From an optimization exercise on the open Yosys and OpenROAD flow, aimed at small area, a short achievable clock period and few clock cycles per item; shortcuts taken in it are not production practice. Only simulation tests tie the RTL to the original design; equivalence was not proved. The flow treats the clock pin as an ideal source, which a real chip does not have. Power and IR drop assume default switching activity.

==> flow/design.v (excerpt) <==
module cnn_dvcon
(
  input  logic               aclk,
  input  logic               aresetn,
  input  logic [cnn_dvcon_pkg::TDATA_W-1:0] s_axis_tdata,
  input  logic               s_axis_tvalid,
  output logic               s_axis_tready,
  output logic [cnn_dvcon_pkg::ACC_W-1:0]   m_axis_tdata,
  output logic               m_axis_tvalid,
  input  logic               m_axis_tready
);
  logic pp_0_0_0;
  logic pp_0_0_1;
  logic pp_0_0_2;
  logic pp_0_0_3;
  logic pp_0_0_4;
  logic pp_0_0_5;
  logic pp_0_0_6;
  logic pp_0_0_7;
  logic pp_0_1_0;
  logic pp_0_1_1;
  logic pp_0_1_2;
  logic pp_0_1_3;
  logic pp_0_1_4;
  logic pp_0_1_5;
  logic pp_0_1_6;
  logic pp_0_1_7;
  logic pp_0_2_0;
  logic pp_0_2_1;
  logic pp_0_2_2;
  logic pp_0_2_3;
  logic pp_0_2_4;
  logic pp_0_2_5;
  logic pp_0_2_6;
  logic pp_0_2_7;
  logic pp_0_3_0;
  logic pp_0_3_1;
  logic pp_0_3_2;
  logic pp_0_3_3;
  logic pp_0_3_4;
  logic pp_0_3_5;
  logic pp_0_3_6;
  logic pp_0_3_7;
  logic pp_0_4_0;
  logic pp_0_4_1;
  logic pp_0_4_2;
  logic pp_0_4_3;
  logic pp_0_4_4;
  logic pp_0_4_5;
  logic pp_0_4_6;
  logic pp_0_4_7;
  logic pp_0_5_0;
  logic pp_0_5_1;
  logic pp_0_5_2;
  logic pp_0_5_3;
  logic pp_0_5_4;
  logic pp_0_5_5;
  logic pp_0_5_6;
  logic pp_0_5_7;
  logic pp_0_6_0;
  logic pp_0_6_1;
  logic pp_0_6_2;
  logic pp_0_6_3;
  logic pp_0_6_4;
  logic pp_0_6_5;
  logic pp_0_6_6;
  logic pp_0_6_7;
  logic pp_0_7_0;
  logic pp_0_7_1;
  logic pp_0_7_2;
  logic pp_0_7_3;
  logic pp_0_7_4;
  logic pp_0_7_5;
  logic pp_0_7_6;
  logic pp_0_7_7;
  logic pp_1_0_0;
  logic pp_1_0_1;
  logic pp_1_0_2;
  logic pp_1_0_3;
  logic pp_1_0_4;
  logic pp_1_0_5;
  logic pp_1_0_6;
  logic pp_1_0_7;
  logic pp_1_1_0;
  logic pp_1_1_1;
  logic pp_1_1_2;
  logic pp_1_1_3;
  logic pp_1_1_4;
  logic pp_1_1_5;
  logic pp_1_1_6;
  logic pp_1_1_7;
  logic pp_1_2_0;
  logic pp_1_2_1;
  ...
Settings: LEC_CHECK=0, CAP_MARGIN=20, CORE_MARGIN=2, CORE_UTILIZATION=40, CTS_BUF_LIST=sky130_fd_sc_hd__clkbuf_4 sky130_fd_sc_hd__clkbuf_8, SETUP_SLACK_MARGIN=4.0, SLEW_MARGIN=20, SYNTH_HIERARCHICAL=1; clock period 8.0 ns.
standard.sh (not shown) runs the stock make flow with config.mk's settings and CLKGATE_MAP_FILE= SYNTH_SCRIPT=/design/flow/synth_recipe.tcl, a recipe that flattens the netlist after the stock synthesis.
==> flow/flow/run.sh <==
#!/bin/bash
# Standard layout (the standard.sh), except that the port buffers are
# sky130_fd_sc_hd__buf_2 cells rather than the delay cells buffer_ports picks by default.
set -e
export BUFFER_PORTS_ARGS="-buffer_cell sky130_fd_sc_hd__buf_2"
export CTS_ARGS="-sink_clustering_enable -repair_clock_nets -dont_use_dummy_load -buf_list {sky130_fd_sc_hd__clkbuf_4 sky130_fd_sc_hd__clkbuf_8}"
bash standard.sh > standard_flow.log 2>&1
Testbench counts at the start, summed over its fixed seeds: cycles 16,016, items 16,000.
Next try:
--- a/flow/flow/run.sh
+++ b/flow/flow/run.sh
@@ -2,2 +2,5 @@
-# Standard layout (the standard.sh), except that the port buffers are
-# sky130_fd_sc_hd__buf_2 cells rather than the delay cells buffer_ports picks by default.
+# Standard layout (the standard.sh) with two changes:
+#  - the port buffers are sky130_fd_sc_hd__buf_2 cells rather than the delay cells
+#    buffer_ports picks by default;
+#  - clock tree synthesis builds from clkbuf_4/clkbuf_8 and adds no dummy
+#    load cells (otherwise the same clock_tree_synthesis arguments as ORFS).
--- a/flow/config.mk
+++ b/flow/config.mk
@@ -12 +12,2 @@
-export SETUP_SLACK_MARGIN = 4.0
+export PLACE_DENSITY = 0.75
+export SETUP_SLACK_MARGIN = 4.1
After rerunning:
- total power grows slightly
- core utilization went up by 0.74 points
- sequential share of layout area decreases by 0.39 points
- setup slack gains 0.011 ns
- final area went up slightly
- synthesized area stays the same
- wire length went down slightly
- hold slack degrades by 0.0062 ns
Next try:
==> flow/flow/run.sh (replaced) <==
#!/bin/bash
# Standard layout (the standard.sh), except that the port buffers are
# sky130_fd_sc_hd__buf_2 cells rather than the delay cells buffer_ports picks by default.
set -e
export BUFFER_PORTS_ARGS="-buffer_cell sky130_fd_sc_hd__buf_2"
bash standard.sh > standard_flow.log 2>&1
--- a/flow/config.mk
+++ b/flow/config.mk
@@ -11,3 +10,0 @@
-export CTS_BUF_LIST = sky130_fd_sc_hd__clkbuf_4 sky130_fd_sc_hd__clkbuf_8
-export PLACE_DENSITY = 0.75
-export SETUP_SLACK_MARGIN = 4.1
- The new run ran to the end with no violations
- core utilization barely changes
- combinational power went down by about 2%
- die area does not change
- count of clock-buffer cells in the layout went up by 5
- via count went down by 2.5%
- wire length went up by 1.5%
- critical path depth is unchanged
- total power went up by 3.0%
- worst setup slack gets worse by 0.16 ns
- hold slack gets better by 0.0038 ns

========
## lane 1
Starting RTL as in the previous note.
clock: 8.0 ns
lec_check: 0
cap_margin: 20
core_margin: 2
core_utilization: 40
cts_buf_list: sky130_fd_sc_hd__clkbuf_4 sky130_fd_sc_hd__clkbuf_8
setup_slack_margin: 4.0
slew_margin: 20
synth_hierarchical: 1
==> flow/flow/run.sh <==
#!/bin/bash
# Standard layout (the standard.sh), except that the port buffers are
# sky130_fd_sc_hd__buf_2 cells rather than the delay cells buffer_ports picks by default.
set -e
export BUFFER_PORTS_ARGS="-buffer_cell sky130_fd_sc_hd__buf_2"
bash standard.sh > standard_flow.log 2>&1
Testbench counts of lane 1, summed over its fixed seeds: cycles 16,016, items 16,000.
> inputs changed (lane 1 -> lane 5)
==> flow/flow/run.sh <==
#!/bin/bash
# Standard layout (the standard.sh) with two changes:
#  - the port buffers are sky130_fd_sc_hd__buf_2 cells rather than the delay cells
#    buffer_ports picks by default;
#  - clock tree synthesis builds from clkbuf_4/clkbuf_8 and adds no dummy
#    load cells (otherwise the same clock_tree_synthesis arguments as ORFS).
set -e
export BUFFER_PORTS_ARGS="-buffer_cell sky130_fd_sc_hd__buf_2"
export CTS_ARGS="-sink_clustering_enable -repair_clock_nets -dont_use_dummy_load -buf_list {sky130_fd_sc_hd__clkbuf_4 sky130_fd_sc_hd__clkbuf_8}"
bash standard.sh > standard_flow.log 2>&1
--- a/flow/config.mk
+++ b/flow/config.mk
@@ -8,6 +8,7 @@
 export CAP_MARGIN = 20
 export CORE_MARGIN = 2
-export CORE_UTILIZATION = 40
+export CORE_UTILIZATION = 65
 export CTS_BUF_LIST = sky130_fd_sc_hd__clkbuf_4 sky130_fd_sc_hd__clkbuf_8
+export PLACE_DENSITY = 0.75
 export SETUP_SLACK_MARGIN = 4.0
 export SLEW_MARGIN = 20
Findings:
- Sum of buffers and inverters on the critical path: lane 5 vs lane 1 identical
- [compare] base=lane 1 new=lane 5: final critical delay including setup and external delays lost 60 ps, cell count lost 242.
- Per the comparison of lane 5 with lane 1, area of all placed cells without fillers down 500 µm², part of the cycle the worst path needs down 0.75 points, combinational logic power up about 5.3%.
- Lane 5 against lane 1: overall power increased by 1.6% relative to the old numbers, transition at the pin with the smallest max-transition slack decreased by 28 ps relative to the old numbers, wire length of the first global-routing pass decreased by 4.5 mm relative to the old numbers.

[what the ideal ports hide]
The flow's constraints put no driver on any port. The routed layouts listed below were extracted and timed again, unchanged, in two steps. Step 1: set_driving_cell puts a clkbuf_16 on aclk and a buf_2 on each other input, an assumption about the parent block. Step 2 moves the port delays by t, midway between the first and last clock arrival at a register: inputs arrive t later, outputs are due t later. That takes back most of the time a late clock gives input paths. a / b / c = no drivers / after step 1 / after step 2; a / b = the first two.
| run | t, ns | setup WS [ns] | worst hold slack (ns) | worst slew at a driven data input, ns |
|---|---|---|---|---|
| the first run of note 1 | 0.524 | 4.111 / 4.137 / 3.613 | 0.429 / 0.429 / 0.429 | 0.08 |
| the second run of note 1 | 0.528 | 4.122 / 4.149 / 3.620 | 0.423 / 0.423 / 0.423 | 0.07 |
| the third run of note 1 | 0.498 | 3.959 / 3.986 / 3.488 | 0.427 / 0.427 / 0.427 | 0.07 |
| lane 1 | 0.548 | 4.061 / 4.088 / 3.540 | 0.443 / 0.443 / 0.443 | 0.08 |
| lane 5 | 0.509 | 4.120 / 4.147 / 3.638 | 0.441 / 0.441 / 0.441 | 0.07 |
After both steps every run listed still meets setup and hold. For lane 1, which loses most, drivers alone change the setup slack by +0.027 ns; drivers and shift together by -0.521 ns.
